Context: an optimization exercise on an open-source flow, tuned for small area, a short achievable clock period and few clock cycles per item. The choices shown serve that exercise and are no tape-out recipe. In this exercise RTL edits were held to simulation tests only and were not proved equivalent to the original. Power is estimated from default activity; no workload was simulated.

`config.mk`:
```
export PLATFORM = sky130hd
export DESIGN_NAME = wav_header_chunk_parser
export DESIGN_NICKNAME = wav_header_chunk_parser
export VERILOG_FILES = /design/flow/design.v
export SDC_FILE = /design/flow/constraint.sdc
export NUM_CORES = 4
export LEC_CHECK = 0
export ABC_AREA = 1
export CAP_MARGIN = 20
export CORE_MARGIN = 2
export CORE_UTILIZATION = 55
export CTS_CLUSTER_DIAMETER = 100
export CTS_CLUSTER_SIZE = 25
export SETUP_SLACK_MARGIN = 3.15
export SLEW_MARGIN = 20
```
`constraint.sdc`:
```
create_clock -name core_clock -period 5.5 [get_ports {clk}]
set_input_delay 1.1000 -clock core_clock [delete_from_list [all_inputs] [get_ports {clk}]]
set_output_delay 1.1000 -clock core_clock [all_outputs]
set_load 0.01 [all_outputs]
```
`design.v`:
```
package wavp_pkg;
    localparam logic [3:0] ChunkLimitReset = 4'd10;
    localparam logic [2:0] StHeader      = 3'd0;
    localparam logic [2:0] StPayload     = 3'd1;
    localparam logic [2:0] StDone        = 3'd2;
    localparam logic [2:0] StBadRiff     = 3'd3;
    localparam logic [2:0] StBadWave     = 3'd4;
    localparam logic [2:0] StBadChannels = 3'd5;
    localparam logic [2:0] StNoData      = 3'd6;
    localparam logic [2:0] StTruncated   = 3'd7;
endpackage
import wavp_pkg::*;
module wav_header_chunk_parser (
    input  logic        clk,
    input  logic        rst_n,
    input  logic        in_valid,
    output logic        in_stall,
    input  logic [7:0]  byte_value,
    input  logic        end_of_file,
    input  logic        cfg_valid,
    output logic        cfg_ready,
    input  logic [3:0]  cfg_data,
    output logic        out_valid,
    input  logic        out_stall,
    output logic        payload_valid,
    output logic [7:0]  payload_byte,
    output logic        payload_last,
    output logic [15:0] audio_format,
    output logic [15:0] num_channels,
    output logic [31:0] sample_freq,
    output logic [15:0] bits_per_sample,
    output logic [31:0] payload_size,
    output logic [2:0]  status
);
    logic [5:0]  pos_q;              
    logic        first_q;            
    logic        ph_h, ph_w, ph_p;   
    logic [2:0]  st_q;               
    logic [15:0] fmt_q, ch_q, bits_q;
    logic [31:0] rate_q, psize_q;
    logic [31:0] cnt_q;              
    logic [2:0]  hc_q;               
    logic        skip_q;             
    logic        match_q;            
    logic [3:0]  chunks_q;
    logic [3:0]  limit_q;
    logic        ov_q, pv_q, pl_q;
    logic [7:0]  pb_q;
    logic [5:0]  pos_n;
    logic [2:0]  st_n;
    logic        phh_n, phw_n, php_n;
    logic [2:0]  hc_n;
    logic        skip_n, match_n;
    logic [3:0]  chunks_n;
    logic        pv_n, pl_n;
    logic        hold, acc, take, src_eof;
    logic        a_v, a_eof, b_v, b_eof;
    logic [7:0]  a_d, b_d;
    logic        live, chk;
    logic [7:0]  d;
    logic [31:0] size;
    logic [31:0] cnt_dec;
    logic [3:0]  cz_q;               
    logic [3:0]  cz_n, brw;
    logic [3:0]  chunks_dec;
    logic [7:0]  in_d;
    logic        in_eof;
    logic        a_z, a_R, a_I, a_F, a_W, a_A, a_V, a_E, a_dd, a_a, a_t;
    logic        hdr_eq, id_eq;
    logic        p3, p11, p23, w7;
    logic        p3_q, p11_q, p23_q;    
    logic        w7_q;                  
    logic        ch0_q, ch1_q;          
    logic        hdr_ok, id_ok;
    logic        cnt_one, size_zero;
    logic        cnt_one_q;
    logic        cnt_count, cnt_load, psize_load;
    assign hold      = ov_q & out_stall;
    assign in_stall  = b_v;
    assign take      = in_valid & ~b_v;
    assign acc       = a_v & ~hold;
    assign d         = a_d;
    assign in_d      = b_v ? b_d : byte_value;
    assign in_eof    = b_v ? b_eof : end_of_file;
    assign src_eof   = a_eof;
    assign cfg_ready = 1'b1;
    assign p3         = p3_q;
    assign p11        = p11_q;
    assign p23        = p23_q;
    assign w7         = w7_q && ph_w;
    assign live       = ph_h || ph_w || ph_p || (st_q == StDone);
    assign size       = {d, cnt_q[31:8]};
    assign brw = {cz_q[2] & cz_q[1] & cz_q[0], cz_q[1] & cz_q[0], cz_q[0], 1'b1};
    always_comb
    begin
        for (int k = 0; k < 4; k++)
        begin
            cnt_dec[8*k +: 8] = brw[k] ? cnt_q[8*k +: 8] - 8'd1 : cnt_q[8*k +: 8];
            cz_n[k]           = brw[k] ? (cnt_q[8*k +: 8] == 8'd1) : cz_q[k];
        end
    end
    assign chunks_dec = chunks_q - 1'b1;
    assign cnt_one    = cnt_one_q;
    assign size_zero  = a_z && (cz_q[3:1] == 3'b111);
    always_comb
    begin
        case (pos_q[1:0])
            2'd0:    hdr_eq = pos_q[3] ? a_W : a_R;
            2'd1:    hdr_eq = pos_q[3] ? a_A : a_I;
            2'd2:    hdr_eq = pos_q[3] ? a_V : a_F;
            default: hdr_eq = pos_q[3] ? a_E : a_F;
        endcase
        case (hc_q[1:0])
            2'd0:    id_eq = a_dd;
            2'd1:    id_eq = a_a;
            2'd2:    id_eq = a_t;
            default: id_eq = a_a;
        endcase
    end
    assign hdr_ok = hdr_eq && (pos_q[1:0] == 2'd0 || match_q);
    assign id_ok  = id_eq && (hc_q[1:0] == 2'd0 || match_q);
    assign cnt_count  = ph_p || (ph_w && skip_q);
    assign cnt_load   = cnt_count || (ph_w && hc_q[2]);
    assign psize_load = w7 && !ch0_q && match_q;
    always_comb
    begin
        phh_n    = ph_h;
        phw_n    = ph_w;
        php_n    = ph_p;
        st_n     = st_q;
        hc_n     = hc_q;
        skip_n   = skip_q;
        match_n  = match_q;
        chunks_n = chunks_q;
        pv_n     = 1'b0;
        pl_n     = 1'b0;
        chk = live && p23
              && !(a_z && (ch_q[7:0] == 8'd1 || ch_q[7:0] == 8'd2));
        if (chk)
        begin
            phh_n = 1'b0;
            phw_n = 1'b0;
            php_n = 1'b0;
            st_n  = StBadChannels;
        end
        else if (ph_h)
        begin
            st_n    = StHeader;
            match_n = hdr_ok;
            if (p3 && !hdr_ok)
            begin
                phh_n = 1'b0;
                st_n  = StBadRiff;
            end
            else if (p11)
            begin
                phh_n = 1'b0;
                if (!hdr_ok)
                    st_n = StBadWave;
                else
                begin
                    phw_n    = 1'b1;
                    hc_n     = 3'd0;
                    skip_n   = 1'b0;
                    chunks_n = limit_q;
                end
            end
        end
        else if (ph_w)
        begin
            st_n = StHeader;
            if (skip_q)
                skip_n = !cnt_one;
            else
            begin
                hc_n = hc_q + 1'b1;
                if (!hc_q[2])
                    match_n = id_ok;
                else if (w7)
                begin
                    if (ch0_q)
                    begin
                        phw_n = 1'b0;
                        st_n  = StNoData;
                    end
                    else if (match_q)
                    begin
                        phw_n = 1'b0;
                        php_n = !size_zero;
                        st_n  = size_zero ? StDone : StPayload;
                    end
                    else
                    begin
                        chunks_n = chunks_dec;
                        skip_n   = !size_zero;
                        if (ch1_q)
                        begin
                            phw_n = 1'b0;
                            st_n  = StNoData;
                        end
                    end
                end
            end
        end
        else if (ph_p)
        begin
            pv_n = 1'b1;
            st_n = StPayload;
            if (cnt_one)
            begin
                php_n = 1'b0;
                pl_n  = 1'b1;
                st_n  = StDone;
            end
        end
        if (src_eof)
        begin
            if (phh_n || php_n)
                st_n = StTruncated;
            else if (phw_n)
                st_n = StNoData;
            phh_n = 1'b1;
            phw_n = 1'b0;
            php_n = 1'b0;
        end
        if (src_eof)
            pos_n = 6'd0;
        else if (pos_q != 6'd36)
            pos_n = pos_q + 1'b1;
        else
            pos_n = pos_q;
    end
    always_ff @(posedge clk or negedge rst_n)
    begin
        if (!rst_n)
            limit_q <= ChunkLimitReset;
        else if (cfg_valid)
            limit_q <= cfg_data;
    end
    always_ff @(posedge clk or negedge rst_n)
    begin
        if (!rst_n)
        begin
            ov_q    <= 1'b0;
            a_v     <= 1'b0;
            b_v     <= 1'b0;
            pos_q   <= 6'd0;
            first_q <= 1'b1;
            p3_q    <= 1'b0;
            p11_q   <= 1'b0;
            p23_q   <= 1'b0;
            ph_h    <= 1'b1;
            ph_w    <= 1'b0;
            ph_p    <= 1'b0;
        end
        else
        begin
            ov_q <= acc | hold;
            a_v  <= acc ? (b_v | take) : (a_v | take);
            b_v  <= b_v ? !acc : (take && a_v && !acc);
            if (acc)
            begin
                p3_q    <= !src_eof && (pos_q == 6'd2);
                p11_q   <= !src_eof && (pos_q == 6'd10);
                p23_q   <= !src_eof && (pos_q == 6'd22);
                pos_q   <= pos_n;
                first_q <= src_eof;
                ph_h    <= phh_n;
                ph_w    <= phw_n;
                ph_p    <= php_n;
            end
        end
    end
    logic [7:0]  dcap;
    logic [9:0]  lane;
    logic [9:0]  lane_en;
    logic        psize_en, cnt_en;
    assign dcap = first_q ? 8'd0 : d;
    always_comb
    begin
        lane[0] = (pos_q == 6'd20);
        lane[1] = (pos_q == 6'd21);
        lane[2] = (pos_q == 6'd22);
        lane[3] = (pos_q == 6'd23);
        lane[4] = (pos_q == 6'd24);
        lane[5] = (pos_q == 6'd25);
        lane[6] = (pos_q == 6'd26);
        lane[7] = (pos_q == 6'd27);
        lane[8] = (pos_q == 6'd34);
        lane[9] = (pos_q == 6'd35);
        lane_en = acc ? (first_q ? 10'h3ff : (live ? lane : 10'd0)) : 10'd0;
    end
    always_ff @(posedge clk)
    begin
        if (lane_en[0]) fmt_q[7:0]    <= dcap;
        if (lane_en[1]) fmt_q[15:8]   <= dcap;
        if (lane_en[2]) ch_q[7:0]     <= dcap;
        if (lane_en[3]) ch_q[15:8]    <= dcap;
        if (lane_en[4]) rate_q[7:0]   <= dcap;
        if (lane_en[5]) rate_q[15:8]  <= dcap;
        if (lane_en[6]) rate_q[23:16] <= dcap;
        if (lane_en[7]) rate_q[31:24] <= dcap;
        if (lane_en[8]) bits_q[7:0]   <= dcap;
        if (lane_en[9]) bits_q[15:8]  <= dcap;
    end
    assign psize_en = acc && (first_q || psize_load);
    assign cnt_en   = acc && cnt_load;
    always_ff @(posedge clk)
    begin
        if (psize_en)
            psize_q <= first_q ? 32'd0 : size;
        if (cnt_en)
        begin
            cnt_q     <= cnt_count ? cnt_dec : size;
            cz_q      <= cnt_count ? cz_n : {a_z, cz_q[3:1]};
            cnt_one_q <= cnt_count ? (cz_q[3:1] == 3'b111 && cnt_q[7:0] == 8'd2)
                                   : (a_z && cz_q[3:2] == 2'b11 && cnt_q[15:8] == 8'd1);
        end
    end
    always_ff @(posedge clk)
    begin
        if (acc || !a_v)
        begin
            a_d   <= in_d;
            a_eof <= in_eof;
            a_z   <= (in_d == 8'h00);
            a_R   <= (in_d == 8'h52);
            a_I   <= (in_d == 8'h49);
            a_F   <= (in_d == 8'h46);
            a_W   <= (in_d == 8'h57);
            a_A   <= (in_d == 8'h41);
            a_V   <= (in_d == 8'h56);
            a_E   <= (in_d == 8'h45);
            a_dd  <= (in_d == 8'h64);
            a_a   <= (in_d == 8'h61);
            a_t   <= (in_d == 8'h74);
        end
        if (!b_v)
        begin
            b_d   <= byte_value;
            b_eof <= end_of_file;
        end
    end
    always_ff @(posedge clk)
    begin
        if (acc)
        begin
            st_q     <= st_n;
            hc_q     <= hc_n;
            skip_q   <= skip_n;
            match_q  <= match_n;
            chunks_q <= chunks_n;
            ch0_q    <= (chunks_n == 4'd0);
            ch1_q    <= (chunks_n == 4'd1);
            w7_q     <= ph_w && !skip_q && (hc_q == 3'd6);
            pv_q     <= pv_n;
            pl_q     <= pl_n;
            pb_q     <= pv_n ? d : 8'd0;
        end
    end
    assign out_valid       = ov_q;
    assign payload_valid   = pv_q;
    assign payload_byte    = pb_q;
    assign payload_last    = pl_q;
    assign audio_format    = fmt_q;
    assign num_channels    = ch_q;
    assign sample_freq     = rate_q;
    assign bits_per_sample = bits_q;
    assign payload_size    = psize_q;
    assign status          = st_q;
endmodule
```
`flow/run.sh`:
```
#!/bin/bash
# Standard ORFS layout, except that the port buffers use a small buffer cell
# (buf_1) instead of the delay-buffer cell buffer_ports picks by default;
# repair_design / repair_timing still resize them where needed.
set -euo pipefail
export BUFFER_PORTS_ARGS="-buffer_cell sky130_fd_sc_hd__buf_1"
bash standard.sh > standard.log 2>&1
```
`standard.sh`:
```
#!/bin/bash
# synth_recipe.tcl (not shown) runs the flow's synth.tcl, then flattens the netlist and writes it again
# the make line also repeats each setting of config.mk as NAME=value (left out here)
make -C /OpenROAD-flow-scripts/flow DESIGN_CONFIG=/design/flow/config.mk WORK_HOME=/design/flow/orfs CLKGATE_MAP_FILE= SYNTH_SCRIPT=/design/flow/synth_recipe.tcl "${@:-finish}"
```
==> results of run 1 <==
==> cell families after synthesis <==
family	share of synthesized area (%)
adders and majority gates	2.22
DFF	67.9
xor gates and xnor gates	2.01
muxes	0.104
buffers and inverters	5.73
and+or+nand+nor	15.7
other	0.0391
AOI/OAI and AO/OA	6.29
==> metrics by stage <==
stage / util, % / hold WS (ns) / worst slack, ns
floorplan: - / 0.418 / 2.91
detailed placement: 60.6 / 0.457 / 2.13
global placement: 60.6 / 0.441 / 2.19
finish: 63.7 / 0.473 / 3.25
global route: 63.7 / 0.501 / 3.12
CTS: 63.1 / 0.480 / 2.98
==> state kept, by name, indices dropped and copies added, names as in the netlist, 3 cells and up <==
name	count
pos_q	6
cz_q	4
chunks_q	4
rate_q	32
limit_q	4
a_d	8
hc_q	3
bits_q	16
pb_q	8
st_q	3
cnt_q	32
psize_q	32
fmt_q	16
b_d	8
ch_q	16
==> how the worst min path moves through the flow <==
| stage | end | start | slack, ns | cells after the start |
|---|---|---|---|---|
| global route | b_eof | b_eof | 0.50 | 2 |
| global placement | b_eof | b_eof | 0.44 | 2 |
| CTS | b_eof | b_eof | 0.48 | 2 |
| floorplan | b_eof | b_eof | 0.42 | 2 |
| finish | b_eof | b_eof | 0.47 | 2 |
| detailed placement | b_eof | b_eof | 0.46 | 2 |
==> power by group <==
group	leakage [nW]	switching, mW	internal (mW)
Clock	0.169	0.493	0.441
Sequential	2.19	0.362	2.75
Combinational	1.75	1.56	0.576
==> layout make-up <==
cell class	instances	area [um2]
clock buffer	19	348
clock inverter	1	3.75
fill	1400	6230
inverter	115	442
multi-input combinational	491	2750
sequential	223	6520
tap	225	282
timing repair buffer	150	593
timing repair inverter	1	7.51
==> cell usage after synthesis (7+ instances only) <==
| master | n |
|---|---|
| edfxtp_1 | 194 |
| nor2_1 | 106 |
| clkbuf_1 | 16 |
| a31oi_1 | 7 |
| dfxtp_1 | 9 |
| inv_2 | 10 |
| inv_1 | 103 |
| nand3_1 | 35 |
| nand2_2 | 9 |
| nand2_1 | 141 |
| nor3_1 | 13 |
| xnor2_1 | 9 |
| ha_1 | 17 |
| dfrtp_1 | 16 |
| xor2_1 | 13 |
| o21ai_0 | 59 |
| a21oi_1 | 20 |
| nand4_1 | 13 |
==> what timing repair did <==
| item | 4_1_cts | 5_1_grt |
|---|---|---|
| setup buffers | 4 | 0 |
| pin swaps | 2 | 1 |
| gates resized for setup | 8 | 16 |
| setup endpoints to repair | 151 | 149 |
| gates cloned | 2 | 0 |
==> routing by layer <==
metal / GRT usage, % / vias up / share of wire, %
met3: 3.24 / 37 / 6.5
li1: - / 3170 / -
met2: 39.5 / 265 / 47
met5: 0 / - / 0
met1: 34.4 / 3197 / 44
met4: 6.48 / 0 / 2.3
==> cells in the final DEF (no fill, tap or decap), types with 3 or more instances in the layout <==
cell type / instances
ha_1: 17
nor3_1: 12
clkbuf_1: 6
a21oi_4: 10
clkinvlp_4: 3
dfrtp_1: 15
a31oi_1: 6
inv_1: 101
nand2_1: 139
nor2_1: 105
o22ai_1: 5
nand2_2: 8
nand3_1: 35
inv_2: 10
dfxtp_1: 9
a21oi_1: 9
nand4_1: 13
clkbuf_16: 13
nor2_4: 4
xnor2_1: 9
or2_2: 5
buf_4: 4
edfxtp_1: 194
o21ai_1: 4
o21ai_0: 58
buf_1: 144
xor2_1: 13
nor4_1: 5
==> worst register-to-register path: cells and delay by family, from the launching register on <==
| family | cells | cell delay [ns] |
|---|---|---|
| buf+inv | 1 | 0.12 |
| flops | 1 | 0.75 |
| simple gates | 3 | 0.32 |
| compound gates | 2 | 0.69 |
==> out/metrics.cfg, run 1 <==
[final_layout]
drive_above_1_share_pct = 8.20
design_area_um2 = 10900
syn_to_final_growth_pct = 14.1
n_antenna_cell = 0
instances_no_fill = 1225
nets = 1029

[critical_path]
critPathTopFamily = simple AND/OR/NAND/NOR gates
worstPathRequired_ns = 5.86
cp-endpoint = pos_q[4]
worst_setup_path_start_kind = input pin
r2r_slack_ns = 3.29
critPathMaxFanout = 23
critPathCaptureType = flop
cp.depth = 10
cp_slowest_cell = nor3_1
r2r-end = bits_q[8]
crit_chain = buf_1 -> nand2_8 -> nand2_8 -> clkinvlp_4 -> buf_6 -> nand2_1 -> nor3_1 -> nand2_1 -> nor2_1 -> nor3_1
path_buf_inv = 3
crit_path_max_incr_delay_ns = 0.29
cp-startpoint = out_stall
worstRegToRegCells = 6
reg2reg_from = ph_h
cp.arrival_ns = 2.60
path_class = input pin to flop

[placed_design]
placed_cells = 1199
dp_hpwl_um = 16100
globalplace.congestion = 0.866
port_buffers = 144
postPlaceCellArea_um2 = 10400

[timing]
rsz0062_at_grt = true
clock_skew_ns = 0.0163
min_period_over_period_pct = 40.8
slew_violations = 0
slew_headroom_pct = 39.4
fmaxAchievable_mhz = 445
setup_tns_ns = 0
period_minus_slack_ns = 2.25
finalHoldViolations = 0
tightest_slew_ns = 0.906
finalSetupViolCount = 0

[yosys]
synth_top_area_share_pct = 60.8
yosysWarningCount = 1
synth_top_cell_by_area = edfxtp_1
synth-edff-count = 194
syn_avg_cell_area_um2 = 11.3
ys_seq_area_share_pct = 67.9
postSynthNetCount = 886
ys_ff_latch = 223
synthTopCellsByArea = edfxtp_1 (61%), nand2_1 (5.5%), dfrtp_1 (4.2%), nor2_1 (4.1%), inv_1 (4.0%)
ys_async_sr_fraction_pct = 8.97
syn-instance-count = 851
synth.distinct_cells = 50
syn_area_um2 = 9590
yosys_most_used_dff = edfxtp_1

[die]
core_um2 = 17200
die_area_um2 = 18500
die_w_um = 136
die_h_um = 136
rows = 48
start_util_pct = 55.8
pin_count = 146

[clock_tree]
cts.clk_slew.worst_paths_ns = 0.10
worstSkewPairLatency_ns = 0.47
cts_tree = done
cts_buffer_depth = 3
clkSinkCount = 223
root_buffer = clkbuf_16
ctsHoldBuffers = 0
htree_levels = 1
cts_buffers = 12

[hold_path]
hold_class = flop to flop

[run_status]
status = complete, no violations

[grt]
track_usage_pct = 24.1
antenna_found_initial = 0
grt_pass1_wl_um = 33800
grt_overflow_total = 0
grt_pass1_vias = 6100
grt_max_degree = 44

[detailed_routing]
ant_nets = 0
dr.pass1.iters = 5
drc_errors = 0
routed_wl_um = 22500
via_count = 6669
via_per_inst = 5.44
drt_iter0_markers = 525
routedWlPerCell_um = 18.3

[power]
p_total_mw = 6.18
leakagePower_nw = 4.11
power_density_nw_per_um2 = 565
vdd_drop_max_mv = 0.331

[job]
max_cap_violations = 0

Testbench counts, summed over its fixed seeds: cycles 34,680, items 34,664.
==> run 2: changes to the inputs <==
--- a/config.mk
+++ b/config.mk
@@ -12,4 +12,4 @@
 export CTS_CLUSTER_DIAMETER = 100
 export CTS_CLUSTER_SIZE = 25
-export SETUP_SLACK_MARGIN = 3.15
+export SETUP_SLACK_MARGIN = 3.4
 export SLEW_MARGIN = 20
==> out/metrics.cfg, run 2 <==
[final_layout]
layout_common_cells = edfxtp_1 (194), nand2_1 (136), nor2_1 (103)  ; was edfxtp_1 (194), buf_1 (144), nand2_1 (139)
n_antenna_cell = 0  ; unchanged
design_area_um2 = 11500  ; was 10900 um2
fill_cells = 1373  ; was 1400
top_regs = cnt_q (32), psize_q (32), rate_q (32)  ; unchanged
syn_to_final_growth_pct = 20.1  ; was 14.1%
final_common_cell = edfxtp_1  ; unchanged
final_core_util_pct = 67.1  ; was 63.7%
nets = 1060  ; was 1029
instances_no_fill = 1256  ; was 1225
drive_above_1_share_pct = 22.8  ; was 8.20%

[yosys]
ys_async_sr_fraction_pct = 8.97  ; unchanged
yosysWarningCount = 1  ; unchanged
synth-edff-count = 194  ; unchanged
syn_area_um2 = 9590  ; unchanged
syn_avg_cell_area_um2 = 11.3  ; unchanged
synth.distinct_cells = 50  ; unchanged
yosys_most_used_dff = edfxtp_1  ; unchanged
synth_top_cell_by_area = edfxtp_1  ; unchanged
synth_top_area_share_pct = 60.8  ; unchanged
ys_seq_area_share_pct = 67.9  ; unchanged
synth.top_cells.by_count = edfxtp_1 (194), nand2_1 (141), nor2_1 (106), inv_1 (103), o21ai_0 (59)  ; unchanged
yosysMostFrequentCell = edfxtp_1  ; unchanged
postSynthNetCount = 886  ; unchanged
ys_ff_latch = 223  ; unchanged
synthTopCellsByArea = edfxtp_1 (61%), nand2_1 (5.5%), dfrtp_1 (4.2%), nor2_1 (4.1%), inv_1 (4.0%)  ; unchanged
syn-instance-count = 851  ; unchanged

[grt]
track_usage_pct = 24.7  ; was 24.1%
grt_overflow_total = 0  ; unchanged
grt_pass1_wl_um = 34500  ; was 33800 um
grt_pass1_vias = 6354  ; was 6100
antenna_found_initial = 0  ; unchanged
grt_max_degree = 45  ; was 44

[clock_tree]
clkSinkCount = 223  ; unchanged
root_buffer = clkbuf_16  ; unchanged
ctsHoldBuffers = 0  ; unchanged
cts_tree = done  ; unchanged
cts_buffers = 12  ; unchanged
cts.clk_slew.worst_paths_ns = 0.10  ; about the same
worstSkewPairLatency_ns = 0.47  ; about the same
cts_buffer_depth = 3  ; unchanged
htree_levels = 1  ; unchanged

[placed_design]
port_buffers = 144  ; unchanged
postPlaceCellArea_um2 = 10500  ; was 10400 um2
place_ws_ns = 2.01  ; was 2.13 ns
globalplace.congestion = 0.906  ; was 0.866
dp_hpwl_um = 15800  ; was 16100 um
placed_cells = 1199  ; unchanged

[detailed_routing]
drt_iter0_markers = 571  ; was 525
routedWlPerCell_um = 18.5  ; was 18.3 um
ant_nets = 0  ; unchanged
via_count = 6828  ; was 6669
dr.pass1.iters = 5  ; unchanged
via_per_inst = 5.44  ; about the same
drc_errors = 0  ; unchanged
routed_wl_um = 23300  ; was 22500 um

[critical_path]
path_class = flop to output port  ; was input pin to flop
cp.arrival_ns = 1.10  ; was 2.60 ns
r2r_slack_ns = 3.43  ; was 3.29 ns
critPathTopFamily = flip-flops  ; was simple AND/OR/NAND/NOR gates
reg2reg_from = ph_h  ; unchanged
path_buf_inv = 1  ; was 3
cp_slowest_cell = edfxtp_1  ; was nor3_1
crit_chain = clkbuf_2  ; was buf_1 -> nand2_8 -> nand2_8 -> clkinvlp_4 -> buf_6 -> nand2_1 -> nor3_1 -> nand2_1 -> nor2_1 -> nor3_1
crit_path_max_incr_delay_ns = 0.47  ; was 0.29 ns
worst_setup_path_start_kind = flop  ; was input pin
critPathMaxFanout = 1  ; was 23
worstPathRequired_ns = 4.40  ; was 5.86 ns
worstRegToRegCells = 6  ; unchanged
critPathCaptureType = output port  ; was flop
r2r-end = bits_q[2]  ; was bits_q[8]

[timing]
tightest_slew_ns = 0.951  ; was 0.906 ns
setup_ws_ns = 3.30  ; was 3.25 ns
slew_violations = 0  ; unchanged
min_period_over_period_pct = 40.1  ; was 40.8%
setup_tns_ns = 0  ; unchanged
rsz0062_at_grt = true  ; unchanged
period_minus_slack_ns = 2.20  ; was 2.25 ns
whs_ns = 0.461  ; was 0.473 ns
finalHoldViolations = 0  ; unchanged
clock_skew_ns = 0.0179  ; was 0.0163 ns
slew_headroom_pct = 36.4  ; was 39.4%
finalSetupViolCount = 0  ; unchanged
fmaxAchievable_mhz = 454  ; was 445 MHz

[power]
p_switching_mw = 2.53  ; was 2.42 mW
power_density_nw_per_um2 = 569  ; was 565 nW/um2
power_frac_comb_pct = 38.7  ; was 34.6%
p_sw_share_pct = 38.6  ; was 39.1%
p_total_mw = 6.56  ; was 6.18 mW
vdd_drop_max_mv = 0.367  ; was 0.331 mV
pwr-share-seq_pct = 46.8  ; was 50.3%
power.share.clock_pct = 14.5  ; was 15.1%
p_int_mw = 4.03  ; was 3.76 mW
leakagePower_nw = 4.61  ; was 4.11 nW

[die]
start_util_pct = 55.8  ; unchanged
pin_count = 146  ; unchanged
die_h_um = 136  ; unchanged
die_w_um = 136  ; unchanged
rows = 48  ; unchanged
core_um2 = 17200  ; unchanged
die_area_um2 = 18500  ; unchanged

[run_status]
status = complete, no violations  ; unchanged

[hold_path]
hold_end = b_eof  ; unchanged
worstHoldStart = b_eof  ; unchanged
hold_depth = 2  ; unchanged
hold_class = flop to flop  ; unchanged

[job]
max_cap_violations = 0  ; unchanged

## run 2: metal layers
layer  up-vias  GRT usage (%)  part of all wire, %
met2       301           40.3                   48
met4         0           8.62                  3.1
met5         -              0                    0
met3        47           3.24                  7.2
li1       3226              -                    -
met1      3254           34.3                   42
## run 2: area by class of cell
| cell class | instances | area (um2) | area share (%) |
|---|---|---|---|
| multi-input cells | 493 | 2860 | 24.8 |
| inverters | 115 | 444 | 3.86 |
| flip-flops and latches | 223 | 6520 | 56.6 |
| clock inverters | 1 | 3.75 | 0.0326 |
| well taps | 225 | 282 | 2.44 |
| clock buffers | 19 | 348 | 3.02 |
| repair inverters | 1 | 7.51 | 0.0652 |
| repair buffers | 179 | 1050 | 9.11 |
## run 2: logic make-up (layout without fill, tap and decap cells)
| family | Yosys count | count (layout) | synth area share (%) |
|---|---|---|---|
| multiplexers | 1 | 1 | 0.104 |
| other | 1 | 1 | 0.0391 |
| adder cells (fa/ha/maj) | 17 | 17 | 2.22 |
| AND/OR/NAND/NOR | 340 | 341 | 15.7 |
| buffers and inverters | 138 | 315 | 5.73 |
| AO/OA/AOI/OAI | 109 | 111 | 6.29 |
| flip-flops | 223 | 223 | 67.9 |
| XOR/XNOR | 22 | 22 | 2.01 |
## run 2: repair_timing
| action | in CTS | in global routing |
|---|---|---|
| cloned | 4 | 0 |
| gates resized for setup | 37 | 115 |
| setup endpoints to repair | 288 | 236 |
| hold endpoints to repair | 0 | 0 |
| pin swaps | 4 | 12 |
| setup buffers | 22 | 11 |
## run 2: tightest hold or removal path, delay by kind of cell (launching register included)
kind             cells  cell delay (ns)
DFF                  1             0.32
and+or+nand+nor      2             0.12
## run 2: worst max-delay path by stage
stage / slack, ns / startpoint / to / depth (start not counted)
floorplan: 2.92 / out_stall / cnt_q[24] / 7
global placement: 2.11 / out_stall / cnt_q[29] / 8
detailed placement: 2.01 / out_stall / cnt_q[29] / 8
CTS: 3.29 / pb_q[7] / payload_byte[7] / 1
global route: 3.25 / pb_q[7] / payload_byte[7] / 1
finish: 3.30 / pb_q[7] / payload_byte[7] / 1
## run 2: power by group through the flow
stage          Sequential, mW  Combinational [mW]  Clock, mW
2_1_floorplan            3.15                1.31          0
6_report                 3.07                2.54      0.951
4_1_cts                  3.07                2.31      0.973
3_3_place_gp             3.11                2.03          0
5_1_grt                  3.12                2.78       1.03
3_5_place_dp             3.13                2.08          0
==> run 3: changes to the inputs <==
--- a/config.mk
+++ b/config.mk
@@ -14,2 +14,3 @@
 export SETUP_SLACK_MARGIN = 3.4
 export SLEW_MARGIN = 20
+export TNS_END_PERCENT = 10
==> out/metrics.cfg, run 3 <==
[power]
vdd_drop_max_mv = 0.380  ; was 0.367 mV
power_density_nw_per_um2 = 569  ; about the same
leakagePower_nw = 4.22  ; was 4.61 nW

[detailed_routing]
ant_nets = 0  ; unchanged
dr.pass1.iters = 6  ; was 5
via_count = 6757  ; was 6828
routedWlPerCell_um = 18.5  ; about the same
drt_iter0_markers = 615  ; was 571
routed_wl_um = 23000  ; was 23300 um
via_per_inst = 5.44  ; about the same
drc_errors = 0  ; unchanged

[grt]
grt_pass1_vias = 6305  ; was 6354
antenna_found_initial = 0  ; unchanged
grt_overflow_total = 0  ; unchanged
grt_pass1_wl_um = 34200  ; was 34500 um
grt_max_degree = 45  ; unchanged
track_usage_pct = 24.3  ; was 24.7%

[yosys]
syn_area_um2 = 9590  ; unchanged
ys_async_sr_fraction_pct = 8.97  ; unchanged
synth-edff-count = 194  ; unchanged
synth.area.mux_share_pct = 0.104  ; unchanged
yosysMostFrequentCell = edfxtp_1  ; unchanged
synth.top_cells.by_count = edfxtp_1 (194), nand2_1 (141), nor2_1 (106), inv_1 (103), o21ai_0 (59)  ; unchanged
ys_ff_latch = 223  ; unchanged
synth.distinct_cells = 50  ; unchanged
synth_top_area_share_pct = 60.8  ; unchanged
synthTopCellsByArea = edfxtp_1 (61%), nand2_1 (5.5%), dfrtp_1 (4.2%), nor2_1 (4.1%), inv_1 (4.0%)  ; unchanged
synth-compound-area-share_pct = 6.29  ; unchanged
synth_fa_ha_area_share_pct = 2.22  ; unchanged
ys_seq_area_share_pct = 67.9  ; unchanged
yosysWarningCount = 1  ; unchanged
syn_avg_cell_area_um2 = 11.3  ; unchanged
syn-instance-count = 851  ; unchanged
synth_top_cell_by_area = edfxtp_1  ; unchanged
yosys_most_used_dff = edfxtp_1  ; unchanged
yosys.area_share.simple_pct = 15.7  ; unchanged
synth_top_family_by_area = simple AND/OR/NAND/NOR gates  ; unchanged
synth_xor_area_share_pct = 2.01  ; unchanged
postSynthNetCount = 886  ; unchanged

[timing]
setup_tns_ns = 0  ; unchanged
slew_violations = 0  ; unchanged
finalSetupViolCount = 0  ; unchanged
rsz0062_at_grt = true  ; unchanged
clock_skew_ns = 0.0207  ; was 0.0179 ns
fmaxAchievable_mhz = 456  ; was 454 MHz
slew_headroom_pct = 40.9  ; was 36.4%
finalHoldViolations = 0  ; unchanged
period_minus_slack_ns = 2.19  ; was 2.20 ns
tightest_slew_ns = 0.883  ; was 0.951 ns
min_period_over_period_pct = 39.9  ; was 40.1%

[critical_path]
worstRegToRegCells = 3  ; was 6
path_buf_inv = 1  ; unchanged
cp.arrival_ns = 1.09  ; was 1.10 ns
worst_setup_path_start_kind = flop  ; unchanged
cp_slowest_cell = edfxtp_1  ; unchanged
crit_path_max_incr_delay_ns = 0.46  ; was 0.47 ns
crit_chain = buf_1  ; was clkbuf_2
cp.depth = 1  ; unchanged
path_class = flop to output port  ; unchanged
critPathTopFamily = flip-flops  ; unchanged
worstPathRequired_ns = 4.40  ; about the same
critPathMaxFanout = 1  ; unchanged
critPathCaptureType = output port  ; unchanged

[clock_tree]
cts_tree = done  ; unchanged
cts.clk_slew.worst_paths_ns = 0.10  ; about the same
cts_buffers = 12  ; unchanged
worstSkewPairLatency_ns = 0.48  ; was 0.47 ns
root_buffer = clkbuf_16  ; unchanged
clkSinkCount = 223  ; unchanged
cts_buffer_depth = 3  ; unchanged
ctsHoldBuffers = 0  ; unchanged
htree_levels = 1  ; unchanged

[die]
rows = 48  ; unchanged
core_um2 = 17200  ; unchanged
pin_count = 146  ; unchanged
start_util_pct = 55.8  ; unchanged
die_area_um2 = 18500  ; unchanged
die_w_um = 136  ; unchanged
die_h_um = 136  ; unchanged

[placed_design]
dp_hpwl_um = 16000  ; was 15800 um
globalplace.congestion = 0.848  ; was 0.906
port_buffers = 144  ; unchanged

[final_layout]
layout_common_cells = edfxtp_1 (194), buf_1 (143), nand2_1 (137)  ; was edfxtp_1 (194), nand2_1 (136), nor2_1 (103)
drive_above_1_share_pct = 11.1  ; was 22.8%
n_antenna_cell = 0  ; unchanged
top_regs = cnt_q (32), psize_q (32), rate_q (32)  ; unchanged
final_common_cell = edfxtp_1  ; unchanged
final_core_util_pct = 65.1  ; was 67.1%
nets = 1047  ; was 1060
syn_to_final_growth_pct = 16.7  ; was 20.1%

[job]
max_cap_violations = 0  ; unchanged

[run_status]
status = complete, no violations  ; unchanged

[hold_path]
hold_depth = 2  ; unchanged
hold_class = flop to flop  ; unchanged

==> run 3: area by class of cell <==
class	count	area (um2)
flip-flops and latches	223	6520
fillers	1400	5990
multi-input cells	493	2820
repair buffers	166	762
inverters	115	442
clock buffers	19	348
well taps	225	282
repair inverters	1	7.51
clock inverters	1	3.75
==> run 3: final timing paths <==
check | from | to | slack, ns
worst max-delay path | pb_q[7] | payload_byte[7] | 3.31
worst min register to register | b_eof | b_eof | 0.48
min in group asynchronous | rst_n | p3_q | 0.59
worst max register to register | first_q | psize_q[19] | 3.36
worst min-delay path | b_eof | b_eof | 0.48
max in group asynchronous | rst_n | ph_h | 4.62
==> run 3: per-stage QoR <==
stage	setup slack (ns)	std cells	hold slack, ns	total power [mW]	instance area (um2)
after global routing	3.25	1243	0.502	6.76	11200
final	3.31	1243	0.484	6.37	11200
after floorplan	2.91	851	0.418	4.39	9670
after CTS	3.14	1233	0.490	6.24	11000
after global placement	2.26	1199	0.429	5.08	10400
after detailed placement	2.18	1199	0.465	5.15	10400
==> run 3: logic make-up (layout without fill, tap and decap cells) <==
logic type / after synthesis / after routing
multiplexers: 1 / 1
flip-flops: 223 / 223
XOR/XNOR: 22 / 22
buffers and inverters: 138 / 302
other: 1 / 1
AO/OA/AOI/OAI: 109 / 111
adder cells (fa/ha/maj): 17 / 17
AND/OR/NAND/NOR: 340 / 341
==> run 3: power by group <==
group          switching [mW]  total (mW)  internal (mW)  leakage [nW]
Clock                   0.510       0.952          0.442         0.169
Sequential              0.353        3.10           2.74          2.19
Combinational            1.63        2.32          0.694          1.87
Total                    2.49        6.37           3.88          4.22
==> run 3: per-layer routing <==
metal	vias to the layer above	share of wire, %	GRT usage (%)
met5	-	0	0
met4	0	2.7	6.77
met3	43	6.5	3.28
met2	246	49	40.9
met1	3268	42	33.4
li1	3200	-	-
==> run 3: timing repair <==
action | 4_1_cts | 5_1_grt
endpoints found under the setup margin | 281 | 270
setup buffers | 11 | 9
cloned | 3 | 1
resized for setup | 24 | 32
pin swaps | 4 | 4
==> run 4: changes to the inputs <==
--- a/config.mk
+++ b/config.mk
@@ -12,5 +12,5 @@
 export CTS_CLUSTER_DIAMETER = 100
 export CTS_CLUSTER_SIZE = 25
-export SETUP_SLACK_MARGIN = 3.4
+export SETUP_SLACK_MARGIN = 3.3
 export SLEW_MARGIN = 20
 export TNS_END_PERCENT = 10
==> out/metrics.cfg, run 4 <==
[grt]
grt_pass1_wl_um = 34100  ; was 34200 um
grt_max_degree = 44  ; was 45
grt_overflow_total = 0  ; unchanged
grt_pass1_vias = 6271  ; was 6305
antenna_found_initial = 0  ; unchanged
track_usage_pct = 24.2  ; was 24.3%

[die]
die_h_um = 136  ; unchanged
start_util_pct = 55.8  ; unchanged
die_w_um = 136  ; unchanged
die_area_um2 = 18500  ; unchanged
pin_count = 146  ; unchanged
core_um2 = 17200  ; unchanged
rows = 48  ; unchanged

[final_layout]
instances_no_fill = 1238  ; was 1243
syn_to_final_growth_pct = 16.1  ; was 16.7%
n_antenna_cell = 0  ; unchanged
design_area_um2 = 11100  ; was 11200 um2
drive_above_1_share_pct = 9.67  ; was 11.1%
final_common_cell = edfxtp_1  ; unchanged
nets = 1042  ; was 1047
final_core_util_pct = 64.8  ; was 65.1%
layout_common_cells = edfxtp_1 (194), buf_1 (144), nand2_1 (138)  ; was edfxtp_1 (194), buf_1 (143), nand2_1 (137)
top_regs = cnt_q (32), psize_q (32), rate_q (32)  ; unchanged

[yosys]
synthTopCellsByArea = edfxtp_1 (61%), nand2_1 (5.5%), dfrtp_1 (4.2%), nor2_1 (4.1%), inv_1 (4.0%)  ; unchanged
synth-edff-count = 194  ; unchanged
synth_top_cell_by_area = edfxtp_1  ; unchanged
yosys_most_used_dff = edfxtp_1  ; unchanged
postSynthNetCount = 886  ; unchanged
ys_async_sr_fraction_pct = 8.97  ; unchanged
syn_area_um2 = 9590  ; unchanged
ys_seq_area_share_pct = 67.9  ; unchanged
synth.distinct_cells = 50  ; unchanged
yosysMostFrequentCell = edfxtp_1  ; unchanged
yosysWarningCount = 1  ; unchanged
syn-instance-count = 851  ; unchanged
synth.top_cells.by_count = edfxtp_1 (194), nand2_1 (141), nor2_1 (106), inv_1 (103), o21ai_0 (59)  ; unchanged
synth_top_area_share_pct = 60.8  ; unchanged
syn_avg_cell_area_um2 = 11.3  ; unchanged
ys_ff_latch = 223  ; unchanged

[detailed_routing]
routed_wl_um = 23200  ; was 23000 um
drc_errors = 0  ; unchanged
routedWlPerCell_um = 18.7  ; was 18.5 um
via_per_inst = 5.46  ; was 5.44
via_count = 6756  ; was 6757
ant_nets = 0  ; unchanged
drt_iter0_markers = 628  ; was 615
dr.pass1.iters = 5  ; was 6

[timing]
slew_violations = 0  ; unchanged
setup_tns_ns = 0  ; unchanged
finalSetupViolCount = 0  ; unchanged
min_period_over_period_pct = 40.8  ; was 39.9%
setup_ws_ns = 3.26  ; was 3.31 ns
rsz0062_at_grt = true  ; unchanged
period_minus_slack_ns = 2.24  ; was 2.19 ns
whs_ns = 0.482  ; was 0.484 ns
slew_headroom_pct = 41.5  ; was 40.9%
clock_skew_ns = 0.0194  ; was 0.0207 ns
tightest_slew_ns = 0.874  ; was 0.883 ns
finalHoldViolations = 0  ; unchanged
fmaxAchievable_mhz = 446  ; was 456 MHz

[placed_design]
postPlaceCellArea_um2 = 10400  ; unchanged
placed_cells = 1199  ; unchanged
place_ws_ns = 2.18  ; unchanged
dp_hpwl_um = 16000  ; unchanged
port_buffers = 144  ; unchanged
globalplace.congestion = 0.848  ; unchanged

[power]
vdd_drop_max_mv = 0.361  ; was 0.380 mV
p_total_mw = 6.34  ; was 6.37 mW
power_density_nw_per_um2 = 570  ; was 569 nW/um2
leakagePower_nw = 4.20  ; was 4.22 nW

[critical_path]
crit_path_max_incr_delay_ns = 0.50  ; was 0.46 ns
worst_setup_path_start_kind = flop  ; unchanged
critPathMaxFanout = 12  ; was 1
cp_slowest_cell = dfrtp_2  ; was edfxtp_1
crit_chain = buf_1  ; unchanged
path_buf_inv = 1  ; unchanged
worstPathRequired_ns = 4.40  ; about the same
critPathTopFamily = flip-flops  ; unchanged
path_class = flop to output port  ; unchanged
critPathCaptureType = output port  ; unchanged
r2r_slack_ns = 3.32  ; was 3.36 ns
cp.arrival_ns = 1.14  ; was 1.09 ns

[clock_tree]
cts.clk_slew.worst_paths_ns = 0.09  ; was 0.10 ns
ctsHoldBuffers = 0  ; unchanged
cts_buffer_depth = 3  ; unchanged
cts_tree = done  ; unchanged
clkSinkCount = 223  ; unchanged
htree_levels = 1  ; unchanged
cts_buffers = 12  ; unchanged
root_buffer = clkbuf_16  ; unchanged
worstSkewPairLatency_ns = 0.47  ; was 0.48 ns

[run_status]
status = complete, no violations  ; unchanged

[hold_path]
hold_class = flop to flop  ; unchanged

[job]
max_cap_violations = 0  ; unchanged

[run 4: per-layer routing]
layer | part of all wire, % | track usage (%)
met1 | 43 | 33.3
met2 | 48 | 40.8
met3 | 6.7 | 3.17
met4 | 2.6 | 6.83
met5 | 0 | 0
[run 4: worst register-to-register path: stages, from the launching register on]
cell and delay [ns]:
dfrtp_1 0.42, inv_1 0.13, ha_1 0.29, nand3_1 0.10, nand2_1 0.07, inv_1 0.05, nand2_2 0.17, nand3_4 0.18
a31oi_2 0.23, nand3_1 0.17, nand2_1 0.09, nand2_1 0.05
[run 4: power breakdown]
group,internal [mW],switching (mW),total [mW]
clock,0.442,0.514,0.955
sequential,2.74,0.364,3.11
combinational,0.670,1.60,2.27
total,3.86,2.48,6.34
[run 4: path summary, 6_finish.rpt]
path	start	endpoint	cells after the start
min in group asynchronous	rst_n	p11_q	2
max	b_v	in_stall	1
max reg2reg	pos_q[1]	st_q[0]	11
min reg2reg	b_eof	b_eof	2
min	b_eof	b_eof	2
max in group asynchronous	rst_n	ph_h	2
[run 4: cell type report]
cell class | instances | area (um2)
flip-flops and latches | 223 | 6520
inverters | 115 | 442
fillers | 1404 | 6050
multi-input cells | 492 | 2780
clock buffers | 19 | 348
well taps | 225 | 282
repair buffers | 162 | 746
repair inverters | 1 | 7.51
clock inverters | 1 | 3.75
[run 4: cells by family (layout without fill, tap and decap cells)]
| family | count (synthesis) | in the layout | synth area share (%) |
|---|---|---|---|
| other cells | 1 | 1 | 0.0391 |
| compound gates | 109 | 110 | 6.29 |
| mux | 1 | 1 | 0.104 |
| fa+ha+maj | 17 | 17 | 2.22 |
| buf+inv | 138 | 298 | 5.73 |
| flops | 223 | 223 | 67.9 |
| simple gates | 340 | 341 | 15.7 |
| xor+xnor | 22 | 22 | 2.01 |
[run 4: repair_timing]
item	4_1_cts	5_1_grt
setup buffers	9	7
pin swaps	5	5
endpoints found under the setup margin	170	169
cloned	2	1
gates resized for setup	22	17
==> run 5: changes to the inputs <==
--- a/config.mk
+++ b/config.mk
@@ -12,5 +12,5 @@
 export CTS_CLUSTER_DIAMETER = 100
 export CTS_CLUSTER_SIZE = 25
+export PLACE_DENSITY = 0.75
 export SETUP_SLACK_MARGIN = 3.3
 export SLEW_MARGIN = 20
-export TNS_END_PERCENT = 10
==> out/metrics.cfg, run 5 <==
[placed_design]
dp_hpwl_um = 15400  ; was 16000 um
placed_cells = 1198  ; was 1199
port_buffers = 144  ; unchanged
place_ws_ns = 2.21  ; was 2.18 ns
postPlaceCellArea_um2 = 10400  ; about the same
globalplace.congestion = 0.913  ; was 0.848

[timing]
setup_ws_ns = 3.31  ; was 3.26 ns
rsz0062_at_grt = true  ; unchanged
period_minus_slack_ns = 2.19  ; was 2.24 ns
tightest_slew_ns = 0.901  ; was 0.874 ns
finalSetupViolCount = 0  ; unchanged
setup_tns_ns = 0  ; unchanged
finalHoldViolations = 0  ; unchanged
clock_skew_ns = 0.0193  ; was 0.0194 ns
slew_headroom_pct = 39.7  ; was 41.5%
whs_ns = 0.460  ; was 0.482 ns
fmaxAchievable_mhz = 456  ; was 446 MHz
min_period_over_period_pct = 39.9  ; was 40.8%
slew_violations = 0  ; unchanged

[detailed_routing]
routed_wl_um = 22800  ; was 23200 um
via_per_inst = 5.54  ; was 5.46
drt_iter0_markers = 693  ; was 628
dr.pass1.iters = 5  ; unchanged
routedWlPerCell_um = 18.3  ; was 18.7 um
drc_errors = 0  ; unchanged
ant_nets = 0  ; unchanged
via_count = 6907  ; was 6756

[die]
pin_count = 146  ; unchanged
die_w_um = 136  ; unchanged
start_util_pct = 55.8  ; unchanged
die_h_um = 136  ; unchanged
die_area_um2 = 18500  ; unchanged
rows = 48  ; unchanged
core_um2 = 17200  ; unchanged

[power]
vdd_drop_max_mv = 0.395  ; was 0.361 mV
power_density_nw_per_um2 = 570  ; about the same
p_total_mw = 6.43  ; was 6.34 mW
leakagePower_nw = 4.26  ; was 4.20 nW

[grt]
track_usage_pct = 24.1  ; was 24.2%
antenna_found_initial = 0  ; unchanged
grt_max_degree = 45  ; was 44
grt_pass1_vias = 6345  ; was 6271
grt_pass1_wl_um = 34200  ; was 34100 um
grt_overflow_total = 0  ; unchanged

[final_layout]
final_common_cell = edfxtp_1  ; unchanged
instances_no_fill = 1247  ; was 1238
syn_to_final_growth_pct = 17.7  ; was 16.1%
design_area_um2 = 11300  ; was 11100 um2
nets = 1051  ; was 1042
final_core_util_pct = 65.7  ; was 64.8%
drive_above_1_share_pct = 11.7  ; was 9.67%
layout_common_cells = edfxtp_1 (194), buf_1 (140), nand2_1 (137)  ; was edfxtp_1 (194), buf_1 (144), nand2_1 (138)
top_regs = cnt_q (32), psize_q (32), rate_q (32)  ; unchanged
n_antenna_cell = 0  ; unchanged

[yosys]
syn_area_um2 = 9590  ; unchanged
synth_top_area_share_pct = 60.8  ; unchanged
ys_seq_area_share_pct = 67.9  ; unchanged
syn-instance-count = 851  ; unchanged
synth.distinct_cells = 50  ; unchanged
yosysMostFrequentCell = edfxtp_1  ; unchanged
ys_ff_latch = 223  ; unchanged
synthTopCellsByArea = edfxtp_1 (61%), nand2_1 (5.5%), dfrtp_1 (4.2%), nor2_1 (4.1%), inv_1 (4.0%)  ; unchanged
synth_top_cell_by_area = edfxtp_1  ; unchanged
yosysWarningCount = 1  ; unchanged
syn_avg_cell_area_um2 = 11.3  ; unchanged
ys_async_sr_fraction_pct = 8.97  ; unchanged
synth-edff-count = 194  ; unchanged
postSynthNetCount = 886  ; unchanged
yosys_most_used_dff = edfxtp_1  ; unchanged
synth.top_cells.by_count = edfxtp_1 (194), nand2_1 (141), nor2_1 (106), inv_1 (103), o21ai_0 (59)  ; unchanged

[run_status]
status = complete, no violations  ; unchanged

[critical_path]
cp.arrival_ns = 1.09  ; was 1.14 ns
worst_setup_path_start_kind = flop  ; unchanged
critPathCaptureType = output port  ; unchanged
worstPathRequired_ns = 4.40  ; about the same
cp_slowest_cell = edfxtp_1  ; was dfrtp_2
path_buf_inv = 1  ; unchanged
crit_path_max_incr_delay_ns = 0.46  ; was 0.50 ns
critPathTopFamily = flip-flops  ; unchanged
crit_chain = clkbuf_2  ; was buf_1
critPathMaxFanout = 1  ; was 12
path_class = flop to output port  ; unchanged

[clock_tree]
cts_tree = done  ; unchanged
ctsHoldBuffers = 0  ; unchanged
root_buffer = clkbuf_16  ; unchanged
cts.clk_slew.worst_paths_ns = 0.10  ; was 0.09 ns
cts_buffers = 12  ; unchanged
cts_buffer_depth = 3  ; unchanged
worstSkewPairLatency_ns = 0.47  ; about the same
htree_levels = 1  ; unchanged
clkSinkCount = 223  ; unchanged

[job]
max_cap_violations = 0  ; unchanged

[hold_path]
hold_class = flop to flop  ; unchanged

-- run 5: changes by cell type in the layout (fill, tap and decap cells not counted), moves of 2 or more --
cell      before  now
buf_1        144  140
buf_12         5    7
buf_4         11   20
buf_6          2    0
clkbuf_2       0    4
clkinv_1       2    0
ha_1          16   14
nor2_1       105  103
-- run 5: per-layer routing --
layer  part of all wire [%]  up-vias  global-route usage, %  wire length (um)
li1                       -     3213                      -                 -
met1                     41     3280                   33.6              9430
met2                     47      366                   40.0             10800
met3                    8.7       48                   3.65              2000
met4                    2.7        0                   6.42               610
met5                      0        -                      0                 0
-- run 5: worst paths after layout --
kind                       startpoint         endpoint  slack (ns)  cells after the start
max                           pb_q[4]  payload_byte[4]        3.31                      1
min                             b_eof            b_eof        0.46                      2
max reg2reg                      ph_h        bits_q[1]        3.32                      7
min reg2reg                     b_eof            b_eof        0.46                      2
max in group asynchronous       rst_n             ph_h        4.62                      2
min in group asynchronous       rst_n       limit_q[2]        0.59                      2
-- run 5: what timing repair did --
item                       in CTS  in global routing
setup endpoints to repair     229                105
gates resized for setup        23                 20
setup buffers                  13                 13
pin swaps                       5                  6
cloned                          2                  1
-- run 5: cell type report --
| type | count | area (um2) |
|---|---|---|
| Clock buffer | 20 | 362 |
| Fill cell | 1279 | 5890 |
| Inverter | 115 | 457 |
| Multi-Input combinational cell | 492 | 2820 |
| Sequential cell | 223 | 6520 |
| Tap cell | 225 | 282 |
| Timing Repair Buffer | 171 | 836 |
| Timing Repair inverter | 1 | 7.51 |
-- run 5: power by group --
group,leakage [nW],internal [mW],switching [mW]
clock,0.174,0.455,0.507
sequential,2.19,2.74,0.357
combinational,1.90,0.732,1.63
total,4.26,3.93,2.50
-- run 5: cell families (layout without fill, tap and decap cells) --
| logic type | Yosys count | in the layout | share of synthesized area [%] |
|---|---|---|---|
| muxes | 1 | 1 | 0.104 |
| other | 1 | 1 | 0.0391 |
| and+or+nand+nor | 340 | 341 | 15.7 |
| DFF | 223 | 223 | 67.9 |
| adders and majority gates | 17 | 17 | 2.22 |
| buffers and inverters | 138 | 307 | 5.73 |
| xor gates and xnor gates | 22 | 22 | 2.01 |
| AOI/OAI and AO/OA | 109 | 110 | 6.29 |
==> run 6: changes to the inputs <==
--- a/config.mk
+++ b/config.mk
@@ -9,8 +9,7 @@
 export CAP_MARGIN = 20
 export CORE_MARGIN = 2
-export CORE_UTILIZATION = 55
+export CORE_UTILIZATION = 48
 export CTS_CLUSTER_DIAMETER = 100
 export CTS_CLUSTER_SIZE = 25
-export PLACE_DENSITY = 0.75
 export SETUP_SLACK_MARGIN = 3.3
 export SLEW_MARGIN = 20
==> out/metrics.cfg, run 6 <==
[run_status]
status = complete, no violations  ; unchanged

[final_layout]
top_regs = cnt_q (32), psize_q (32), rate_q (32)  ; unchanged
syn_to_final_growth_pct = 16.0  ; was 17.7%
final_common_cell = edfxtp_1  ; unchanged
fill_cells = 1720  ; was 1279
drive_above_1_share_pct = 10.6  ; was 11.7%
multiInputGateArea_um2 = 2770  ; was 2820 um2
layout_common_cells = edfxtp_1 (194), buf_1 (141), nand2_1 (138)  ; was edfxtp_1 (194), buf_1 (140), nand2_1 (137)
design_area_um2 = 11100  ; was 11300 um2
nets = 1042  ; was 1051
final-seq-area_um2 = 6520  ; unchanged
n_antenna_cell = 0  ; unchanged

[critical_path]
crit_path_max_incr_delay_ns = 0.64  ; was 0.46 ns
cp.arrival_ns = 2.29  ; was 1.09 ns
path_class = flop to flop  ; was flop to output port
worst_setup_path_start_kind = flop  ; unchanged
critPathCaptureType = flop  ; was output port
r2r_slack_ns = 3.32  ; about the same
cp_slowest_cell = dfstp_4  ; was edfxtp_1
worstPathRequired_ns = 5.61  ; was 4.40 ns
crit_top_cell = nand2_1
crit_chain = nor2_2 -> inv_2 -> nor2_4 -> nand2_2 -> nand2_1 -> nor2_1 -> nand2_1 -> a21oi_2  ; was clkbuf_2
critPathMaxFanout = 8  ; was 1

[detailed_routing]
ant_nets = 0  ; unchanged
wl_met2_um = 9950  ; was 10800 um
top_layer = met4  ; unchanged
via_per_inst = 5.18  ; was 5.54
drc_errors = 0  ; unchanged
routedWlPerCell_um = 17.5  ; was 18.3 um
dr.pass1.iters = 5  ; unchanged
route.met3.wl_um = 1430  ; was 2000 um
routed_wl_um = 22300  ; was 22800 um
met1_length_um = 10600  ; was 9430 um
via_count = 6607  ; was 6907
drt_iter0_markers = 581  ; was 693

[yosys]
synth.distinct_cells = 50  ; unchanged
synth.top_cells.by_count = edfxtp_1 (194), nand2_1 (141), nor2_1 (106), inv_1 (103), o21ai_0 (59)  ; unchanged
ys_seq_area_share_pct = 67.9  ; unchanged
yosys_most_used_dff = edfxtp_1  ; unchanged
synth.area.mux_share_pct = 0.104  ; unchanged
synth_fa_ha_area_share_pct = 2.22  ; unchanged
yosysWarningCount = 1  ; unchanged
synth-compound-area-share_pct = 6.29  ; unchanged
synth_top_area_share_pct = 60.8  ; unchanged
yosysMostFrequentCell = edfxtp_1  ; unchanged
synth-edff-count = 194  ; unchanged
ys_async_sr_fraction_pct = 8.97  ; unchanged
syn_avg_cell_area_um2 = 11.3  ; unchanged
postSynthNetCount = 886  ; unchanged
synth_top_cell_by_area = edfxtp_1  ; unchanged
yosys.area_share.simple_pct = 15.7  ; unchanged
syn-instance-count = 851  ; unchanged
synth_xor_area_share_pct = 2.01  ; unchanged
syn_area_um2 = 9590  ; unchanged
synth_top_family_by_area = simple AND/OR/NAND/NOR gates  ; unchanged
synthTopCellsByArea = edfxtp_1 (61%), nand2_1 (5.5%), dfrtp_1 (4.2%), nor2_1 (4.1%), inv_1 (4.0%)  ; unchanged
ys_ff_latch = 223  ; unchanged

[timing]
period_minus_slack_ns = 2.18  ; was 2.19 ns
fmaxAchievable_mhz = 458  ; was 456 MHz
rsz0062_at_grt = true  ; unchanged
finalHoldViolations = 0  ; unchanged
clock_skew_ns = 0.0208  ; was 0.0193 ns
slew_violations = 0  ; unchanged
finalSetupViolCount = 0  ; unchanged
setup_tns_ns = 0  ; unchanged
tightest_slew_ns = 0.983  ; was 0.901 ns
min_period_over_period_pct = 39.7  ; was 39.9%
slew_headroom_pct = 34.2  ; was 39.7%

[clock_tree]
cts.clk_slew.worst_paths_ns = 0.10  ; about the same
htree_levels = 1  ; unchanged
ctsHoldBuffers = 0  ; unchanged
cts_tree = done  ; unchanged
clkSinkCount = 223  ; unchanged
cts_buffers = 12  ; unchanged
root_buffer = clkbuf_16  ; unchanged
worstSkewPairLatency_ns = 0.47  ; about the same
cts_buffer_depth = 3  ; unchanged

[die]
die_h_um = 145  ; was 136 um
pin_count = 146  ; unchanged
core_um2 = 19500  ; was 17200 um2
die_area_um2 = 21100  ; was 18500 um2
start_util_pct = 49.1  ; was 55.8%
die_w_um = 145  ; was 136 um
rows = 51  ; was 48

[hold_path]
hold_class = flop to flop  ; unchanged

[grt]
grt_pass1_wl_um = 34600  ; was 34200 um
track_usage_pct = 20.8  ; was 24.1%
grt_pass1_vias = 6093  ; was 6345
grt_max_degree = 42  ; was 45
antenna_found_initial = 0  ; unchanged
grt_overflow_total = 0  ; unchanged

[job]
max_cap_violations = 0  ; unchanged

[power]
power_density_nw_per_um2 = 563  ; was 570 nW/um2
vdd_drop_max_mv = 0.300  ; was 0.395 mV
leakagePower_nw = 4.18  ; was 4.26 nW

[placed_design]
port_buffers = 144  ; unchanged
dp_hpwl_um = 15400  ; about the same
globalplace.congestion = 0.919  ; was 0.913
postPlaceCellArea_um2 = 10500  ; was 10400 um2

==> run 6: changes by cell type in the layout (fill, tap and decap cells not counted), moves of 2 or more <==
cell / delta
clkbuf_1: -2
clkbuf_2: -3
a21oi_4: -4
buf_4: -5
buf_12: -5
a21oi_2: +5
nand2_2: -2
buf_2: +2
==> run 6: layout make-up <==
type,instances,area share [%]
Sequential cell,223,58.6
Timing Repair Buffer,162,6.40
Multi-Input combinational cell,492,24.9
Timing Repair inverter,1,0.0675
Tap cell,265,2.98
Clock buffer,17,3.06
Inverter,115,3.98
Clock inverter,1,0.0337
==> run 6: power breakdown <==
part / switching, mW / total (mW) / leakage, nW / internal [mW]
clock network: 0.500 / 0.935 / 0.166 / 0.436
registers: 0.326 / 3.07 / 2.19 / 2.74
logic: 1.61 / 2.26 / 1.83 / 0.652
total: 2.44 / 6.26 / 4.18 / 3.83
==> run 6: final timing paths <==
kind | from | end | depth (start not counted)
setup reg to reg | ph_h | ch_q[11] | 8
max in group asynchronous | rst_n | first_q | 2
min in group asynchronous | rst_n | limit_q[0] | 2
hold reg to reg | b_eof | b_eof | 2
setup / recovery | ph_h | ch_q[11] | 8
hold / removal | b_eof | b_eof | 2
==> run 6: per-stage QoR <==
stage | instances | hold slack [ns] | worst slack, ns | util (%) | power [mW]
5_1_grt | 1276 | 0.509 | 3.26 | 57.0 | 6.68
3_5_place_dp | 1239 | 0.453 | 2.13 | 53.6 | 5.16
6_report | 1276 | 0.473 | 3.32 | 57.0 | 6.26
2_1_floorplan | 851 | 0.418 | 2.91 | - | 4.42
3_3_place_gp | 1239 | 0.438 | 2.17 | 53.6 | 5.13
4_1_cts | 1270 | 0.476 | 3.30 | 56.3 | 6.21
==> run 6: what timing repair did <==
item	CTS	global route
gates cloned	2	1
buffers inserted	11	5
resized for setup	16	17
pin swaps	4	2
setup endpoints to repair	225	104
==> run 6: kinds of logic after synthesis <==
kind of cell               count (synthesis)
buffers and inverters                    138
muxes                                      1
xor gates and xnor gates                  22
and+or+nand+nor                          340
AOI/OAI and AO/OA                        109
DFF                                      223
other                                      1
adders and majority gates                 17
==> run 6: critical path: cells and delay by family, from the launching register on <==
kind | cells | cell delay (ns)
simple gates | 6 | 0.61
compound gates | 1 | 0.46
buf+inv | 1 | 0.12
flops | 1 | 0.64
==> run 6: layer usage <==
| metal | track usage, % | up-vias |
|---|---|---|
| li1 | - | 3190 |
| met1 | 31.6 | 3137 |
| met2 | 32.4 | 261 |
| met3 | 3.20 | 19 |
| met4 | 4.12 | 0 |
| met5 | 0 | - |
==> run 7: changes to the inputs <==
--- a/config.mk
+++ b/config.mk
@@ -9,7 +9,8 @@
 export CAP_MARGIN = 20
 export CORE_MARGIN = 2
-export CORE_UTILIZATION = 48
+export CORE_UTILIZATION = 55
 export CTS_CLUSTER_DIAMETER = 100
 export CTS_CLUSTER_SIZE = 25
+export GPL_TIMING_DRIVEN = 0
 export SETUP_SLACK_MARGIN = 3.3
 export SLEW_MARGIN = 20
==> out/metrics.cfg, run 7 <==
[run_status]
status = complete, no violations  ; unchanged

[detailed_routing]
dr.pass1.iters = 5  ; unchanged
drt_iter0_markers = 452  ; was 581
routedWlPerCell_um = 18.2  ; was 17.5 um
drc_errors = 0  ; unchanged
via_per_inst = 5.36  ; was 5.18
via_count = 6718  ; was 6607
routed_wl_um = 22900  ; was 22300 um
ant_nets = 0  ; unchanged

[critical_path]
worst_setup_path_start_kind = input pin  ; was flop
reg2reg_from = first_q  ; was ph_h
critPathMaxFanout = 8  ; unchanged
r2r_slack_ns = 3.39  ; was 3.32 ns
r2r-end = fmt_q[4]  ; was ch_q[11]
critPathCaptureType = flop  ; unchanged
worstPathRequired_ns = 5.85  ; was 5.61 ns
cp.arrival_ns = 2.59  ; was 2.29 ns
path_class = input pin to flop  ; was flop to flop
worstRegToRegCells = 4  ; was 8

[clock_tree]
htree_levels = 1  ; unchanged
clkSinkCount = 223  ; unchanged
cts_buffer_depth = 3  ; unchanged
cts_buffers = 12  ; unchanged
root_buffer = clkbuf_16  ; unchanged
worstSkewPairLatency_ns = 0.47  ; about the same
cts_tree = done  ; unchanged
cts.clk_slew.worst_paths_ns = 0.09  ; was 0.10 ns

[grt]
grt_overflow_total = 0  ; unchanged
grt_pass1_vias = 6167  ; was 6093
grt_pass1_wl_um = 34300  ; was 34600 um
track_usage_pct = 24.5  ; was 20.8%
grt_max_degree = 27  ; was 42
antenna_found_initial = 0  ; unchanged

[yosys]
synth_top_area_share_pct = 60.8  ; unchanged
synth_top_cell_by_area = edfxtp_1  ; unchanged
synthTopCellsByArea = edfxtp_1 (61%), nand2_1 (5.5%), dfrtp_1 (4.2%), nor2_1 (4.1%), inv_1 (4.0%)  ; unchanged
synth-edff-count = 194  ; unchanged
syn_area_um2 = 9590  ; unchanged
postSynthNetCount = 886  ; unchanged
ys_ff_latch = 223  ; unchanged
syn-instance-count = 851  ; unchanged
yosys_most_used_dff = edfxtp_1  ; unchanged
yosysWarningCount = 1  ; unchanged
ys_seq_area_share_pct = 67.9  ; unchanged
synth.distinct_cells = 50  ; unchanged
synth.top_cells.by_count = edfxtp_1 (194), nand2_1 (141), nor2_1 (106), inv_1 (103), o21ai_0 (59)  ; unchanged
yosysMostFrequentCell = edfxtp_1  ; unchanged
ys_async_sr_fraction_pct = 8.97  ; unchanged
syn_avg_cell_area_um2 = 11.3  ; unchanged

[final_layout]
final_core_util_pct = 65.1  ; was 57.0%
nets = 1058  ; was 1042
final-seq-area_um2 = 6510  ; was 6520 um2
final_common_cell = edfxtp_1  ; unchanged
multiInputGateArea_um2 = 2780  ; was 2770 um2
drive_above_1_share_pct = 10.0  ; was 10.6%
n_antenna_cell = 0  ; unchanged
syn_to_final_growth_pct = 16.7  ; was 16.0%
layout_common_cells = edfxtp_1 (194), buf_1 (143), nand2_1 (138)  ; was edfxtp_1 (194), buf_1 (141), nand2_1 (138)
fill_cells = 1419  ; was 1720
top_regs = cnt_q (32), psize_q (32), rate_q (32)  ; unchanged
instances_no_fill = 1254  ; was 1276
design_area_um2 = 11200  ; was 11100 um2

[power]
p_total_mw = 6.36  ; was 6.26 mW
power_density_nw_per_um2 = 568  ; was 563 nW/um2
vdd_drop_max_mv = 0.358  ; was 0.300 mV
leakagePower_nw = 4.23  ; was 4.18 nW

[die]
rows = 48  ; was 51
core_um2 = 17200  ; was 19500 um2
start_util_pct = 55.8  ; was 49.1%
die_area_um2 = 18500  ; was 21100 um2
pin_count = 146  ; unchanged
die_h_um = 136  ; was 145 um
die_w_um = 136  ; was 145 um

[timing]
finalSetupViolCount = 0  ; unchanged
setup_ws_ns = 3.26  ; was 3.32 ns
period_minus_slack_ns = 2.24  ; was 2.18 ns
finalHoldViolations = 0  ; unchanged
setup_tns_ns = 0  ; unchanged
slew_headroom_pct = 34.3  ; was 34.2%
slew_violations = 0  ; unchanged
whs_ns = 0.463  ; was 0.473 ns
tightest_slew_ns = 0.982  ; was 0.983 ns
min_period_over_period_pct = 40.7  ; was 39.7%
rsz0062_at_grt = true  ; unchanged
clock_skew_ns = 0.0254  ; was 0.0208 ns
fmaxAchievable_mhz = 447  ; was 458 MHz

[job]
max_cap_violations = 0  ; unchanged

[placed_design]
dp_hpwl_um = 16300  ; was 15400 um
postPlaceCellArea_um2 = 10500  ; about the same
place_ws_ns = 2.32  ; was 2.13 ns
port_buffers = 144  ; unchanged
globalplace.congestion = 0.906  ; was 0.919
placed_cells = 1220  ; was 1239

[hold_path]
hold_depth = 2  ; unchanged
hold_class = flop to flop  ; unchanged
worstHoldStart = b_eof  ; unchanged
hold_end = b_eof  ; unchanged

==> run 7: logic make-up (layout without fill, tap and decap cells) <==
family                     count (synthesis)  count (layout)  synth area share [%]
and+or+nand+nor                          340             340                  15.7
DFF                                      223             223                  67.9
buffers and inverters                    138             315                  5.73
AOI/OAI and AO/OA                        109             110                  6.29
xor gates and xnor gates                  22              22                  2.01
adders and majority gates                 17              17                  2.22
other                                      1               1                0.0391
muxes                                      1               1                 0.104
==> run 7: critical path, cell delays in order <==
cell     delay (ns)
buf_1          0.13
nand2_8        0.08
nand2_4        0.07
nor2_1         0.65
nand3_1        0.23
o32ai_1        0.31
==> run 7: report_power, final <==
part | switching, mW | leakage [nW] | internal (mW)
combinational | 1.72 | 1.87 | 0.693
clock | 0.499 | 0.169 | 0.441
sequential | 0.271 | 2.19 | 2.73
total | 2.49 | 4.23 | 3.87
==> run 7: routing by layer <==
metal | share of wire, % | vias up | global-route usage [%]
met1 | 43 | 3206 | 34.7
met5 | 0 | - | 0
met4 | 1.9 | 0 | 6.08
met2 | 49 | 263 | 40.6
met3 | 6.4 | 29 | 3.21
li1 | - | 3220 | -
==> run 7: timing repair <==
item / 4_1_cts / 5_1_grt
pin swaps: 1 / 8
hold buffers: 0 / 0
gates cloned: 2 / 0
endpoints found under the setup margin: 103 / 142
setup buffers: 4 / 8
resized for setup: 5 / 24
==> run 7: final cells by class <==
cell class | instances | area share (%)
Inverter | 115 | 3.91
Timing Repair inverter | 1 | 0.0447
Clock buffer | 19 | 3.11
Timing Repair Buffer | 156 | 6.22
Sequential cell | 223 | 58.2
Multi-Input combinational cell | 491 | 24.8
Clock inverter | 1 | 0.0335
Tap cell | 225 | 2.52
Buffer | 23 | 1.16
==> run 7: how the worst max path moves through the flow <==
stage / start / to / slack, ns / cells past startpoint
floorplan: out_stall / cnt_q[24] / 2.91 / 7
global placement: out_stall / cnt_q[30] / 2.35 / 8
detailed placement: out_stall / cnt_q[30] / 2.32 / 8
CTS: first_q / ch_q[9] / 3.19 / 4
global route: out_stall / p11_q / 3.21 / 6
finish: out_stall / p11_q / 3.26 / 6

## what the ideal ports hide
How much do the figures lean on ideal ports? The routed layouts below were timed once more, with nothing changed but the port constraints. Step 1 assumes that a clkbuf_16 drives the clock port and a buf_2 every other input. Step 2 times the ports against the registers' clock, not the clock port: input delays grow and output delays shrink by t, the midpoint of the rising clock arrivals with the driver on. Slacks: no drivers / after step 1 / after step 2; pairs: no drivers / after step 1.
run	t (ns)	slack for setup (ns)	slew at the worst register clock pin (ns)	worst slew at a driven data input, ns	pins driven straight from the clock port
run 1	0.508	3.255 / 3.225 / 2.773	0.10 / 0.10	0.04	1
run 2	0.511	3.295 / 3.249 / 2.951	0.10 / 0.10	0.04	1
run 3	0.511	3.305 / 3.259 / 2.985	0.10 / 0.10	0.03	1
run 4	0.511	3.258 / 3.212 / 2.803	0.10 / 0.10	0.03	1
run 5	0.507	3.306 / 3.262 / 2.960	0.10 / 0.10	0.03	1
run 6	0.508	3.315 / 3.282 / 2.916	0.10 / 0.10	0.03	1
run 7	0.509	3.261 / 3.280 / 2.778	0.10 / 0.10	0.04	1
After both steps every run listed still meets setup and hold. For run 7, which loses most, drivers alone change the setup slack by +0.019 ns; drivers and shift together by -0.483 ns.
